This is an optimization exercise on Yosys and OpenROAD, whose aim is small area, a short achievable clock period and few clock cycles, not a production implementation. Function was checked by simulation only, so behaviour that the tests miss may differ from the original. Power is estimated from default activity; no workload was simulated.

== the baseline ==
==> flow/design.v <==
package mbd_pkg;
	localparam int BUTTON_COUNT = 9;
	localparam int PIN_W        = 9;
	localparam int NOW_W        = 32;
	localparam int DELAY_W      = 16;
	localparam int IDX_W        = 4;
	localparam int S_TDATA_W    = 48;
	localparam int M_TDATA_W    = 8;
	localparam int PADDR_W      = 1;
	localparam int PDATA_W      = 32;
	localparam logic [PADDR_W-1:0] REG_DEBOUNCE_MS = 1'b0;
	localparam logic [DELAY_W-1:0] DEBOUNCE_RESET  = 16'd50;
	typedef struct packed {
		logic             ev;
		logic [IDX_W-1:0] idx;
		logic             pressed;
	} evt_rec_t;
endpackage
module mbd_cell (
	input  logic                        clk,
	input  logic                        arst_n,
	input  logic                        eval,
	input  logic                        sample_q,
	input  logic [mbd_pkg::NOW_W-1:0]   now_q,
	input  logic [mbd_pkg::NOW_W/2-1:0] nm1_hi,
	input  logic [mbd_pkg::NOW_W/2-1:0] lo_lo,
	input  logic                        lo_borrow,
	output logic                        fire,
	output logic                        held
);
	logic [mbd_pkg::NOW_W-1:0] since_q;
	logic                      prev_q;
	logic                      held_q;
	logic                      chg;
	assign chg = sample_q != prev_q;
	always_ff @(posedge clk) begin
		if (eval && chg) begin
			since_q <= now_q;
		end
	end
	always_ff @(posedge clk or negedge arst_n) begin
		if (!arst_n) begin
			prev_q <= 1'b0;
		end else if (eval) begin
			prev_q <= sample_q;
		end
	end
	function automatic logic less16(input logic [15:0] a, input logic [15:0] b);
		logic [15:0] g, l;
		g = a & ~b;
		l = ~a & b;
		for (int s = 1; s < 16; s = s * 2) begin
			for (int i = 0; i + s < 16; i = i + 2 * s) begin
				l[i] = l[i+s] | (~g[i+s] & l[i]);
				g[i] = g[i+s] | (~l[i+s] & g[i]);
			end
		end
		less16 = l[0];
	endfunction
	logic eq_nm1, eq_now, ge_lo, le_now, in_win;
	assign eq_nm1 = since_q[31:16] == nm1_hi;
	assign eq_now = since_q[31:16] == now_q[31:16];
	assign ge_lo  = !less16(since_q[15:0], lo_lo);
	assign le_now = !less16(now_q[15:0], since_q[15:0]);
	assign in_win = !lo_borrow ? (eq_now && ge_lo && le_now)
		: ((eq_nm1 && ge_lo) || (eq_now && le_now));
	assign fire   = eval && !chg && !in_win && (sample_q != held_q);
	always_ff @(posedge clk or negedge arst_n) begin
		if (!arst_n) begin
			held_q <= 1'b0;
		end else if (fire) begin
			held_q <= sample_q;
		end
	end
	assign held = held_q;
endmodule
module mbd_window (
	input  logic [mbd_pkg::NOW_W-1:0]   now_ms,
	input  logic [mbd_pkg::DELAY_W-1:0] debounce_ms,
	output logic [15:0]                 lo_lo,
	output logic                        lo_borrow,
	output logic [15:0]                 nm1_hi
);
	logic [15:0] a, b;
	logic [15:0] g [5];
	logic [15:0] p [5];
	logic [15:0] z [5];
	assign a = now_ms[15:0];
	assign b = debounce_ms;
	assign g[0] = {a[15:1] & ~b[15:1], a[0] | ~b[0]};
	assign p[0] = ~(a ^ b);
	assign z[0] = ~now_ms[31:16];
	for (genvar l = 0; l < 4; l++) begin : g_lvl
		localparam int S = 1 << l;
		for (genvar i = 0; i < 16; i++) begin : g_bit
			if ((i / S) % 2 == 1) begin : g_node
				mbd_pfx u_pfx (
					.g_hi (g[l][i]),
					.p_hi (p[l][i]),
					.g_lo (g[l][(i / S) * S - 1]),
					.p_lo (p[l][(i / S) * S - 1]),
					.g    (g[l+1][i]),
					.p    (p[l+1][i])
				);
				mbd_and u_and (
					.a (z[l][i]),
					.b (z[l][(i / S) * S - 1]),
					.y (z[l+1][i])
				);
			end else begin : g_pass
				assign g[l+1][i] = g[l][i];
				assign p[l+1][i] = p[l][i];
				assign z[l+1][i] = z[l][i];
			end
		end
	end
	assign lo_lo     = p[0] ^ {g[4][14:0], 1'b1};
	assign lo_borrow = ~g[4][15];
	assign nm1_hi    = now_ms[31:16] ^ {z[4][14:0], 1'b1};
endmodule
module mbd_pfx (
	input  logic g_hi,
	input  logic p_hi,
	input  logic g_lo,
	input  logic p_lo,
	output logic g,
	output logic p
);
	assign g = g_hi | (p_hi & g_lo);
	assign p = p_hi & p_lo;
endmodule
module mbd_and (
	input  logic a,
	input  logic b,
	output logic y
);
	assign y = a & b;
endmodule
module multi_button_debouncer_unit (
	input  logic                          clk,
	input  logic                          arst_n,
	input  logic [mbd_pkg::S_TDATA_W-1:0] s_tdata,
	input  logic                          s_tvalid,
	output logic                          s_tready,
	output logic [mbd_pkg::M_TDATA_W-1:0] m_tdata,
	output logic                          m_tlast,
	output logic                          m_tvalid,
	input  logic                          m_tready,
	input  logic                          psel,
	input  logic                          penable,
	input  logic                          pwrite,
	input  logic [mbd_pkg::PADDR_W-1:0]   paddr,
	input  logic [mbd_pkg::PDATA_W-1:0]   pwdata,
	output logic [mbd_pkg::PDATA_W-1:0]   prdata,
	output logic                          pready
);
	localparam int N = mbd_pkg::BUTTON_COUNT;
	logic [mbd_pkg::DELAY_W-1:0] debounce_q;
	logic [mbd_pkg::PADDR_W-1:0] paddr_q;
	assign pready = 1'b1;
	always_ff @(posedge clk or negedge arst_n) begin
		if (!arst_n) begin
			debounce_q <= mbd_pkg::DEBOUNCE_RESET;
		end else if (psel && penable && pwrite && paddr == mbd_pkg::REG_DEBOUNCE_MS) begin
			debounce_q <= pwdata[mbd_pkg::DELAY_W-1:0];
		end
	end
	always_ff @(posedge clk) begin
		paddr_q <= paddr;
	end
	assign prdata = {{(mbd_pkg::PDATA_W-mbd_pkg::DELAY_W){1'b0}},
		debounce_q & {mbd_pkg::DELAY_W{paddr_q == mbd_pkg::REG_DEBOUNCE_MS}}};
	logic [N-1:0]                pins_n;
	logic [mbd_pkg::NOW_W-1:0]   now_ms;
	logic                        load;
	logic                        v1_q;
	logic [N-1:0]                smp_q;
	logic [mbd_pkg::NOW_W-1:0]   now_q;
	logic [15:0]                 lo_lo_q;
	logic                        borrow_q;
	logic [15:0]                 nm1_q;
	logic [15:0]                 lo_lo;
	logic                        lo_borrow;
	logic [N-1:0]                a_q, b_q, c_q;
	logic [N-1:0]                a_pr_q;
	logic                        b_busy_q, c_busy_q;
	logic [N-1:0]                fire;
	logic [N-1:0]                held;
	assign pins_n   = ~s_tdata[N-1:0];
	assign now_ms   = s_tdata[mbd_pkg::PIN_W +: mbd_pkg::NOW_W];
	assign s_tready = !b_busy_q;
	assign load     = s_tvalid && s_tready;
	logic [15:0]                 nm1;
	mbd_window u_window (
		.now_ms      (now_ms),
		.debounce_ms (debounce_q),
		.lo_lo       (lo_lo),
		.lo_borrow   (lo_borrow),
		.nm1_hi      (nm1)
	);
	always_ff @(posedge clk or negedge arst_n) begin
		if (!arst_n) begin
			v1_q <= 1'b0;
		end else begin
			v1_q <= load;
		end
	end
	always_ff @(posedge clk) begin
		smp_q    <= pins_n;
		now_q    <= now_ms;
		lo_lo_q  <= lo_lo;
		borrow_q <= lo_borrow;
		nm1_q    <= nm1;
	end
	for (genvar k = 0; k < N; k++) begin : g_cell
		mbd_cell u_cell (
			.clk         (clk),
			.arst_n      (arst_n),
			.eval        (v1_q),
			.sample_q    (smp_q[k]),
			.now_q       (now_q),
			.nm1_hi      (nm1_q),
			.lo_lo       (lo_lo_q),
			.lo_borrow   (borrow_q),
			.fire        (fire[k]),
			.held        (held[k])
		);
	end
	logic                        o_valid_q;
	logic [mbd_pkg::IDX_W-1:0]   o_idx_q;
	logic                        o_pr_q;
	logic                        o_last_q;
	logic                        o_free;
	logic [N-1:0]                a_low;
	logic [N-1:0]                a_rest;
	logic [N-1:0]                a_left;
	logic                        a_done;
	logic                        any_fire;
	logic [mbd_pkg::IDX_W-1:0]   a_idx;
	assign o_free   = !o_valid_q || m_tready;
	assign a_low    = a_q & (~a_q + 1'b1);
	assign a_rest   = a_q & ~a_low;
	assign a_left   = o_free ? a_rest : a_q;
	assign a_done   = o_free ? (a_rest == '0) : (a_q == '0);
	assign any_fire = |fire;
	always_comb begin
		a_idx = '0;
		for (int k = N-1; k >= 0; k--) begin
			if (a_q[k]) begin
				a_idx = mbd_pkg::IDX_W'(k);
			end
		end
	end
	always_ff @(posedge clk or negedge arst_n) begin
		if (!arst_n) begin
			a_q       <= '0;
			b_q       <= '0;
			c_q       <= '0;
			b_busy_q  <= 1'b0;
			c_busy_q  <= 1'b0;
			o_valid_q <= 1'b0;
		end else begin
			if (o_free) begin
				o_valid_q <= |a_q;
			end
			if (a_done) begin
				if (!b_busy_q) begin
					a_q <= fire;
				end else begin
					a_q <= b_q;
					if (!c_busy_q) begin
						b_q      <= fire;
						b_busy_q <= any_fire;
					end else begin
						b_q <= c_q;
						c_q      <= fire;
						c_busy_q <= any_fire;
					end
				end
			end else begin
				a_q <= a_left;
				if (!b_busy_q) begin
					b_q      <= fire;
					b_busy_q <= any_fire;
				end else if (!c_busy_q) begin
					c_q      <= fire;
					c_busy_q <= any_fire;
				end
			end
		end
	end
	always_ff @(posedge clk) begin
		if (a_done) begin
			a_pr_q <= b_busy_q ? held : smp_q;
		end
	end
	always_ff @(posedge clk) begin
		if (o_free && a_q != '0) begin
			o_idx_q  <= a_idx;
			o_pr_q   <= a_pr_q[a_idx];
			o_last_q <= a_rest == '0;
		end
	end
	assign m_tvalid = o_valid_q;
	assign m_tlast  = o_last_q;
	assign m_tdata  = {{(mbd_pkg::M_TDATA_W-mbd_pkg::IDX_W-1){1'b0}}, o_pr_q, o_idx_q};
endmodule
Settings: LEC_CHECK=0, CAP_MARGIN=20, CORE_MARGIN=2, CORE_UTILIZATION=40, SETUP_SLACK_MARGIN=5.0, SLEW_MARGIN=20, SYNTH_HIERARCHICAL=1; clock period 8.0 ns.
run.sh (not shown) runs the stock make flow with config.mk's settings and CLKGATE_MAP_FILE= SYNTH_SCRIPT=/design/flow/synth_recipe.tcl, a recipe that flattens the netlist after the stock synthesis.
Testbench counts of the baseline, summed over its fixed seeds: cycles 20,166.
For the candidate, these inputs were changed with respect to the baseline:
==> flow/design.v, changed modules only <==
module multi_button_debouncer_unit (
	input  logic                          clk,
	input  logic                          arst_n,
	input  logic [mbd_pkg::S_TDATA_W-1:0] s_tdata,
	input  logic                          s_tvalid,
	output logic                          s_tready,
	output logic [mbd_pkg::M_TDATA_W-1:0] m_tdata,
	output logic                          m_tlast,
	output logic                          m_tvalid,
	input  logic                          m_tready,
	input  logic                          psel,
	input  logic                          penable,
	input  logic                          pwrite,
	input  logic [mbd_pkg::PADDR_W-1:0]   paddr,
	input  logic [mbd_pkg::PDATA_W-1:0]   pwdata,
	output logic [mbd_pkg::PDATA_W-1:0]   prdata,
	output logic                          pready
);
	localparam int N = mbd_pkg::BUTTON_COUNT;
	logic [mbd_pkg::DELAY_W-1:0] debounce_q;
	logic [mbd_pkg::PADDR_W-1:0] paddr_q;
	logic [mbd_pkg::PADDR_W-1:0] paddr_n_q;
	assign pready = 1'b1;
	always_ff @(posedge clk or negedge arst_n) begin
		if (!arst_n) begin
			debounce_q <= mbd_pkg::DEBOUNCE_RESET;
		end else if (psel && penable && pwrite && paddr == mbd_pkg::REG_DEBOUNCE_MS) begin
			debounce_q <= pwdata[mbd_pkg::DELAY_W-1:0];
		end
	end
	always_ff @(posedge clk) begin
		paddr_q   <= paddr;
		paddr_n_q <= ~paddr;
	end
	assign prdata = {{(mbd_pkg::PDATA_W-mbd_pkg::DELAY_W){1'b0}},
		debounce_q[15:8] & {8{paddr_n_q == ~mbd_pkg::REG_DEBOUNCE_MS}},
		debounce_q[7:0] & {8{paddr_q == mbd_pkg::REG_DEBOUNCE_MS}}};
	logic [N-1:0]                pins_n;
	logic [mbd_pkg::NOW_W-1:0]   now_ms;
	logic                        load;
	logic                        v1_q;
	logic [N-1:0]                smp_q;
	logic [mbd_pkg::NOW_W-1:0]   now_q;
	logic [15:0]                 lo_lo_q;
	logic                        borrow_q;
	logic [15:0]                 nm1_q;
	logic [15:0]                 lo_lo;
	logic                        lo_borrow;
	logic [N-1:0]                a_q, b_q, c_q;
	logic [N-1:0]                a_pr_q;
	logic                        b_busy_q, c_busy_q;
	logic                        b_busy_d;
	logic                        rdy_q;
	logic [N-1:0]                fire;
	logic [N-1:0]                held;
	assign pins_n   = ~s_tdata[N-1:0];
	assign now_ms   = s_tdata[mbd_pkg::PIN_W +: mbd_pkg::NOW_W];
	assign s_tready = rdy_q;
	assign load     = s_tvalid && s_tready;
	logic [15:0]                 nm1;
	mbd_window u_window (
		.now_ms      (now_ms),
		.debounce_ms (debounce_q),
		.lo_lo       (lo_lo),
		.lo_borrow   (lo_borrow),
		.nm1_hi      (nm1)
	);
	always_ff @(posedge clk or negedge arst_n) begin
		if (!arst_n) begin
			v1_q <= 1'b0;
		end else begin
			v1_q <= load;
		end
	end
	always_ff @(posedge clk) begin
		smp_q    <= pins_n;
		now_q    <= now_ms;
		lo_lo_q  <= lo_lo;
		borrow_q <= lo_borrow;
		nm1_q    <= nm1;
	end
	for (genvar k = 0; k < N; k++) begin : g_cell
		mbd_cell u_cell (
			.clk         (clk),
			.arst_n      (arst_n),
			.eval        (v1_q),
			.sample_q    (smp_q[k]),
			.now_q       (now_q),
			.nm1_hi      (nm1_q),
			.lo_lo       (lo_lo_q),
			.lo_borrow   (borrow_q),
			.fire        (fire[k]),
			.held        (held[k])
		);
	end
	logic                        o_valid_q;
	logic [mbd_pkg::IDX_W-1:0]   o_idx_q;
	logic                        o_pr_q;
	logic                        o_last_q;
	logic                        o_free;
	logic [N-1:0]                a_low;
	logic [N-1:0]                a_rest;
	logic [N-1:0]                a_left;
	logic                        a_done;
	logic                        any_fire;
	logic [mbd_pkg::IDX_W-1:0]   a_idx;
	assign o_free   = !o_valid_q || m_tready;
	assign a_low    = a_q & (~a_q + 1'b1);
	assign a_rest   = a_q & ~a_low;
	assign a_left   = o_free ? a_rest : a_q;
	assign a_done   = o_free ? (a_rest == '0) : (a_q == '0);
	assign any_fire = |fire;
	always_comb begin
		a_idx = '0;
		for (int k = N-1; k >= 0; k--) begin
			if (a_q[k]) begin
				a_idx = mbd_pkg::IDX_W'(k);
			end
		end
	end
	always_comb begin
		b_busy_d = b_busy_q;
		if (a_done ? (b_busy_q && !c_busy_q) : !b_busy_q) begin
			b_busy_d = any_fire;
		end
	end
	always_ff @(posedge clk or negedge arst_n) begin
		if (!arst_n) begin
			a_q       <= '0;
			b_q       <= '0;
			c_q       <= '0;
			b_busy_q  <= 1'b0;
			rdy_q     <= 1'b1;
			c_busy_q  <= 1'b0;
			o_valid_q <= 1'b0;
		end else begin
			rdy_q <= !b_busy_d;
			if (o_free) begin
				o_valid_q <= |a_q;
			end
			if (a_done) begin
				if (!b_busy_q) begin
					a_q <= fire;
				end else begin
					a_q <= b_q;
					if (!c_busy_q) begin
						b_q      <= fire;
						b_busy_q <= any_fire;
					end else begin
						b_q      <= c_q;
						c_q      <= fire;
						c_busy_q <= any_fire;
					end
				end
			end else begin
				a_q <= a_left;
				if (!b_busy_q) begin
					b_q      <= fire;
					b_busy_q <= any_fire;
				end else if (!c_busy_q) begin
					c_q      <= fire;
					c_busy_q <= any_fire;
				end
			end
		end
	end
	always_ff @(posedge clk) begin
		if (a_done) begin
			a_pr_q <= b_busy_q ? held : smp_q;
		end
	end
	always_ff @(posedge clk) begin
		if (o_free && a_q != '0) begin
			o_idx_q  <= a_idx;
			o_pr_q   <= a_pr_q[a_idx];
			o_last_q <= a_rest == '0;
		end
	end
	assign m_tvalid = o_valid_q;
	assign m_tlast  = o_last_q;
	assign m_tdata  = {{(mbd_pkg::M_TDATA_W-mbd_pkg::IDX_W-1){1'b0}}, o_pr_q, o_idx_q};
endmodule
### Flow results
Biggest cell delay along the critical path sits lower in the candidate than in the baseline. | largest vdd supply drop | the baseline vs the candidate | ≈ equal |. The candidate against the baseline: largest fanout on the critical path shows an increase of 3; net count reported at finish shows an increase of 16; net switching share of the total power shows an increase of 0.54 points; wire length shows an increase of 1.1%; cell area shows no meaningful change. Setup slack in the candidate is larger than in the baseline. The baseline ended up with sky130_fd_sc_hd__dfstp_2 as its slowest cell on the critical path; the candidate ended up with sky130_fd_sc_hd__clkdlybuf4s50_1.
Testbench counts of the candidate, summed over its fixed seeds: cycles 20,166.

-- re-timing with driven ports --
No port has a modelled driver above. Below, the same layouts with a new extraction and two added sets of constraints. Step 1 sets driving cells, clkbuf_16 on the clock port and buf_2 on the other inputs (assumed; they add their load-dependent delay and slew). Step 2, shift: input delay + t, output delay - t, t = (earliest + latest rising clock arrival at the registers) / 2. This alone moves slack from input paths to output paths. Slacks: ideal ports / drivers / drivers and shift; pairs: ideal ports / drivers.
| run | shift t [ns] | setup WS [ns] | worst setup path at the end | worst slew at a driven data input, ns |
|---|---|---|---|---|
| the baseline | 0.659 | 5.016 / 4.958 / 4.432 | input to register | 0.04 |
| the candidate | 0.656 | 5.022 / 4.966 / 4.400 | input to register | 0.05 |
After both steps setup and hold are still met in every run listed. The setup slack of the candidate, which loses most, moves by -0.056 ns with the drivers and by -0.622 ns with both steps.
